From an optimization exercise on the open Yosys and OpenROAD flow, aimed at small area, a short achievable clock period and few clock cycles per item; shortcuts taken in it are not production practice. Only simulation tests tie the RTL to the original design; equivalence was not proved.

==> inputs of trial 36 <==
Design pressure_rolling_average, start of the top module:
module pressure_rolling_average (
    input  logic         clk,
    input  logic         rst_n,
    input  logic         s_tvalid,
    output logic         s_tready,
    input  logic [15:0]  s_tdata,    
    output logic         m_tvalid,
    input  logic         m_tready,
    output logic [39:0]  m_tdata,    
    output logic         m_tuser,    
    input  logic         cfg_valid,
    output logic         cfg_ready,
    input  logic [1:0]   cfg_index,
    input  logic [12:0]  cfg_data
);
    localparam int KA1 = 2;
    localparam int KA2 = 3;
    localparam int NE  = 6;
    function automatic int qsteps(input int j);
        qsteps = 3;
    endfunction
    function automatic int asteps(input int j);
        case (j)
            0:       asteps = 3;
            1:       asteps = 3;
            2:       asteps = 3;
            default: asteps = 0;
        endcase
    endfunction
    logic [5:0]  win_reg;
    logic [1:0]  model_reg;
    logic [12:0] ref_reg;
    logic [9:0]  off_reg;
    logic        win_wr, off_wr, g_wr;
  ...
Settings: LEC_CHECK=0, CAP_MARGIN=20, CORE_MARGIN=2, CORE_UTILIZATION=40, SETUP_SLACK_MARGIN=3.0, SLEW_MARGIN=20; clock period 8.5 ns.
run.sh (not shown) runs the stock make flow with config.mk's settings and CLKGATE_MAP_FILE= SYNTH_SCRIPT=/design/flow/synth_recipe.tcl, a recipe that flattens the netlist after the stock synthesis.
==> trial 24 (differences from trial 36) <==
--- a/flow/design.v
+++ b/flow/design.v
@@ -39,20 +39,19 @@
     logic [4:0]  slot;
     logic [5:0]  fill;
     logic        sub;
     logic [5:0]  nnew;
     logic [5:0]  dcnt;
-    logic        dstep;
+    logic        dstep;       
     logic [16:0] d_add;
     logic [16:0] d_next;
     logic [23:0] bctl_reg;
     logic        ng_reg;
     logic [5:0]  nx_reg;
     logic [14:0] u_nx;
     logic [16:0] y_nx;        
     logic [23:0] bctl_nx;
-    assign dstep = (dcnt != 6'd0);
     assign busy  = dstep;
     assign sub   = (fill == win);
     assign nnew  = sub ? win : (fill + 6'd1);
     assign old   = ring_mem[slot];
     always_ff @(posedge clk or negedge rst_n)
@@ -62,38 +61,42 @@
             vb   <= 1'b0;
             vc   <= 1'b0;
             slot <= '0;
             fill <= '0;
             dcnt <= '0;
+            dstep <= 1'b0;
         end
         else
         begin
             if (adv)
             begin
                 vb <= load;
                 vc <= vb;
             end
             if (win_wr)
             begin
-                slot <= '0;
-                fill <= '0;
-                dcnt <= '0;
+                slot  <= '0;
+                fill  <= '0;
+                dcnt  <= '0;
+                dstep <= 1'b0;
             end
             else
             begin
                 if (load)
                 begin
                     slot <= (6'(slot) + 6'd1 >= win) ? 5'd0 : (slot + 5'd1);
                     fill <= nnew;
                 end
                 if (off_wr)
                 begin
-                    dcnt <= fill;
+                    dcnt  <= fill;
+                    dstep <= (fill != 6'd0);
                 end
                 else if (dstep)
                 begin
-                    dcnt <= dcnt - 6'd1;
+                    dcnt  <= dcnt - 6'd1;
+                    dstep <= (dcnt != 6'd1);
                 end
             end
         end
     end
     always_ff @(posedge clk)
@@ -186,10 +189,57 @@
             rem = d[6] ? {rem[3:0], b} : d[4:0];
         end
         st_o = {rem, w};
     end
 endmodule
+module pra_ndiv4 #(
+    parameter int WW  = 18,
+    parameter int NST = 2
+) (
+    input  logic [5:0]       n,
+    input  logic [7:0]       n3,      
+    input  logic [WW+4:0]    st_i,
+    output logic [WW+4:0]    st_o
+);
+    always_comb
+    begin
+        logic [4:0]    rem;
+        logic [WW-1:0] w;
+        logic [6:0]    t;
+        logic [8:0]    d1, d2, d3;
+        rem = st_i[WW+4:WW];
+        w   = st_i[WW-1:0];
+        for (int i = 0; i < NST; i++)
+        begin
+            t  = {rem, w[WW-1:WW-2]};
+            d1 = {2'b00, t} - {3'b000, n};
+            d2 = {2'b00, t} - {2'b00, n, 1'b0};
+            d3 = {2'b00, t} - {1'b0, n3};
+            if (!d3[8])
+            begin
+                rem = d3[4:0];
+                w   = {w[WW-3:0], 2'd3};
+            end
+            else if (!d2[8])
+            begin
+                rem = d2[4:0];
+                w   = {w[WW-3:0], 2'd2};
+            end
+            else if (!d1[8])
+            begin
+                rem = d1[4:0];
+                w   = {w[WW-3:0], 2'd1};
+            end
+            else
+            begin
+                rem = t[4:0];
+                w   = {w[WW-3:0], 2'd0};
+            end
+        end
+        st_o = {rem, w};
+    end
+endmodule
 module pra_press (
     input  logic              clk,
     input  logic              rst_n,
     input  logic              adv,
     input  logic              gstart,    
@@ -253,48 +303,51 @@
             cm2 <= cm1 && !gstart;
         end
     end
     logic [42:0]  r0, r1, r2, r3, r4, r5, r6, r7;
     logic [53:0]  x1;
-    logic [107:0] l1a, l1b, l1c, l1d;
-    logic [53:0]  sum1;
+    logic [107:0] l1a, l1b, l1c, l1d, l1e;
+    logic [12:0]  lo1;
     assign r0 = brow(bctl[2:0], g1);
     assign r1 = brow(bctl[5:3], g1);
     assign r2 = brow(bctl[8:6], g1);
     assign r3 = brow(bctl[11:9], g1);
     assign r4 = brow(bctl[14:12], g1);
-    assign r5 = {bctl[17], 42'd0};
+    assign r5 = brow(bctl[17:15], g1);
     assign r6 = {bctl[20], 42'd0};
     assign r7 = {bctl[23], 42'd0};
     logic [53:0] kx;
     assign kx = neg ? (K - (54'd1 << 35)) : K;
     assign x1 = kx | 54'({r7[42], 1'b0, r6[42], 1'b0, r5[42], 1'b0, r4[42], 1'b0,
                           r3[42], 1'b0, r2[42], 1'b0, r1[42], 1'b0, r0[42]})
                    | (cm1 ? (54'd1 << 13) : (54'(nx) << 29));
-    assign l1a  = csa(54'(r0[41:0]), 54'(r1[41:0]) << 2, 54'(r2[41:0]) << 4);
-    assign l1b  = csa(54'(r3[41:0]) << 6, 54'(r4[41:0]) << 8, x1);
-    assign l1c  = csa(l1a[53:0], l1a[107:54], l1b[53:0]);
-    assign l1d  = csa(l1c[53:0], l1c[107:54], l1b[107:54]);
-    assign sum1 = l1d[53:0] + l1d[107:54];
-    logic [43:0] p1;        
-    logic [8:0]  c2;        
+    assign l1a = csa(54'(r0[41:0]), 54'(r1[41:0]) << 2, 54'(r2[41:0]) << 4);
+    assign l1b = csa(54'(r3[41:0]) << 6, 54'(r4[41:0]) << 8, 54'(r5[41:0]) << 10);
+    assign l1c = csa(l1a[53:0], l1a[107:54], l1b[53:0]);
+    assign l1d = csa(l1c[53:0], l1c[107:54], l1b[107:54]);
+    assign l1e = csa(l1d[53:0], l1d[107:54], x1);
+    assign lo1 = {1'b0, l1e[11:0]} + {1'b0, l1e[65:54]};
+    logic [41:0] ps1, pc1;   
+    logic        pk1;        
+    logic [5:0]  c2;         
     always_ff @(posedge clk)
     begin
         if (adv || cm1)
         begin
-            p1  <= sum1[53:10];
-            c2  <= bctl[23:15];
+            ps1 <= l1e[53:12];
+            pc1 <= l1e[107:66];
+            pk1 <= lo1[12];
+            c2  <= bctl[23:18];
         end
     end
-    logic [42:0]  q5, q6, q7;
+    logic [42:0]  q6, q7;
     logic [107:0] l2a, l2b;
     logic [53:0]  sum2;
-    assign q5 = brow(c2[2:0], g1);
-    assign q6 = brow(c2[5:3], g1);
-    assign q7 = brow(c2[8:6], g1);
-    assign l2a  = csa(54'(q5[41:0]) << 10, 54'(q6[41:0]) << 12, 54'(q7[41:0]) << 14);
-    assign l2b  = csa(l2a[53:0], l2a[107:54], {p1, 10'd0});
+    assign q6 = brow(c2[2:0], g1);
+    assign q7 = brow(c2[5:3], g1);
+    assign l2a  = csa(54'(q6[41:0]) << 12, (54'(q7[41:0]) << 14) | (54'(pk1) << 12), {ps1, 12'd0});
+    assign l2b  = csa(l2a[53:0], l2a[107:54], {pc1, 12'd0});
     assign sum2 = l2b[53:0] + l2b[107:54];
     assign v = sum2[53:30];
     always_ff @(posedge clk)
     begin
         if (gstart || (gst == 3'd1))
@@ -325,20 +378,20 @@
     output logic         cfg_ready,
     input  logic [1:0]   cfg_index,
     input  logic [12:0]  cfg_data
 );
     localparam int KA1 = 2;
-    localparam int KA2 = 3;
-    localparam int NE  = 6;
+    localparam int KA2 = 2;
+    localparam int NE  = 5;
     function automatic int qsteps(input int j);
-        qsteps = 3;
+        qsteps = (j < 4) ? 2 : 1;
     endfunction
     function automatic int asteps(input int j);
         case (j)
-            0:       asteps = 3;
-            1:       asteps = 3;
-            2:       asteps = 3;
+            0:       asteps = 2;
+            1:       asteps = 2;
+            2:       asteps = 1;
             default: asteps = 0;
         endcase
     endfunction
     logic [5:0]  win_reg;
     logic [1:0]  model_reg;
@@ -429,10 +482,11 @@
     logic [5:0]  n_d1;
     logic [18:0] a_d1, a_d1x;
     pra_ndiv #(.WW(14), .NST(KA2)) u_adiv2 (.n(n_d1), .st_i(a_d1), .st_o(a_d1x));
     logic        v_d2, neg_d2, full_d2;
     logic [5:0]  n_d2;
+    logic [7:0]  n3_d2;
     logic [18:0] a_d2;
     logic [23:0] v_d2v;
     always_ff @(posedge clk or negedge rst_n)
     begin
         if (!rst_n)
@@ -455,52 +509,57 @@
             n_d1    <= n_c;
             a_d1    <= a_c2;
             neg_d2  <= neg_d1;
             full_d2 <= full_d1;
             n_d2    <= n_d1;
+            n3_d2   <= {2'b00, n_d1} + {1'b0, n_d1, 1'b0};
             a_d2    <= a_d1x;
             v_d2v   <= v_mul;
         end
     end
     logic [NE:0]        ve;
     logic [NE*23-1:0]   q_st;
     logic [NE*19-1:0]   a_st;
     logic [NE*6-1:0]    n_e;
+    logic [NE*8-1:0]    n3_e;
     logic [NE-1:0]      ovf_e, neg_e, full_e, zf_e;
     assign ve[0] = v_d2;
     for (genvar j = 0; j < NE; j++)
     begin : g_div
         localparam int QD = qsteps(j);
         localparam int AD = asteps(j);
         logic [5:0]  n_in;
+        logic [7:0]  n3_in;
         logic [22:0] q_in, q_out;
         logic [18:0] a_in, a_out;
         logic        ovf_in, neg_in, full_in, zf_in;
         if (j == 0)
         begin : g_first
             assign n_in    = n_d2;
+            assign n3_in   = n3_d2;
             assign ovf_in  = (v_d2v[23:18] >= n_d2);
             assign zf_in   = neg_d2 && (v_d2v[23:5] == '1);
             assign q_in    = v_d2v[22:0];
             assign a_in    = a_d2;
             assign neg_in  = neg_d2;
             assign full_in = full_d2;
         end
         else
         begin : g_next
             assign n_in    = n_e[(j-1)*6 +: 6];
+            assign n3_in   = n3_e[(j-1)*8 +: 8];
             assign ovf_in  = ovf_e[j-1];
             assign zf_in   = zf_e[j-1];
             assign q_in    = q_st[(j-1)*23 +: 23];
             assign a_in    = a_st[(j-1)*19 +: 19];
             assign neg_in  = neg_e[j-1];
             assign full_in = full_e[j-1];
         end
-        pra_ndiv #(.WW(18), .NST(QD)) u_qdiv (.n(n_in), .st_i(q_in), .st_o(q_out));
+        pra_ndiv4 #(.WW(18), .NST(QD)) u_qdiv (.n(n_in), .n3(n3_in), .st_i(q_in), .st_o(q_out));
         if (AD > 0)
         begin : g_avg
-            pra_ndiv #(.WW(14), .NST(AD)) u_adiv (.n(n_in), .st_i(a_in), .st_o(a_out));
+            pra_ndiv4 #(.WW(14), .NST(AD)) u_adiv (.n(n_in), .n3(n3_in), .st_i(a_in), .st_o(a_out));
         end
         else
         begin : g_avg_done
             assign a_out = a_in;
         end
@@ -522,10 +581,11 @@
                 if (adv)
                 begin
                     q_st[j*23 +: 23] <= q_out;
                     a_st[j*19 +: 19] <= a_out;
                     n_e[j*6 +: 6]    <= n_in;
+                    n3_e[j*8 +: 8]   <= n3_in;
                     ovf_e[j]         <= ovf_in;
                     zf_e[j]          <= zf_in;
                     neg_e[j]         <= neg_in;
                     full_e[j]        <= full_in;
                 end
==> summary.md <==
| Metric | Value |
|---|---|
| Status | `complete, no violations` |
| Clock skew | `0.0792 ns` |
| Synth Area in Adders | `0.165` |
| Sequential-to-total area share from yosys stat | `0.454` |
| Placed inst area | `62300 um2` |
[end of results for trial 36]
==> summary.md <==
| Metric | Value |
|---|---|
| Status | `complete, no violations` |
| Sequential-to-total area share from yosys stat | `0.449` |
| Clock skew | `0.0795 ns` |
| Synth Area in Adders | `0.188` |
| Placed inst area | `64800 um2` |
[end of results for trial 24]
Testbench counts of trial 36, summed over its fixed seeds: cycles 5,923, items 4,835.
Testbench counts of trial 24, summed over its fixed seeds: cycles 5,843, items 4,835.

==> afterwards: timing with drivers on the ports <==
The flow's constraints put no driver on any port. The routed layouts listed below were extracted and timed again, unchanged, in two steps. Step 1, drivers: a clkbuf_16 drives clk and a buf_2 each remaining input, both assumed. Step 2, shift: input delay + t, output delay - t, t = (earliest + latest rising clock arrival at the registers) / 2. This alone moves slack from input paths to output paths. Slacks: ideal / step 1 / step 2; pairs: ideal / step 1.
run	t, ns	setup slack, ns	hold slack, ns	latest minus earliest clock arrival (ns)	worst register clock-pin slew, ns
trial 36	0.824	3.136 / 3.090 / 3.090	0.409 / 0.409 / 0.409	0.079 / 0.079	0.07 / 0.07
trial 24	0.800	3.145 / 3.121 / 3.121	0.371 / 0.371 / 0.371	0.092 / 0.093	0.07 / 0.07
After both steps every run listed still meets setup and hold. For trial 36, which loses most, drivers alone change the setup slack by -0.046 ns; drivers and shift together by -0.046 ns.
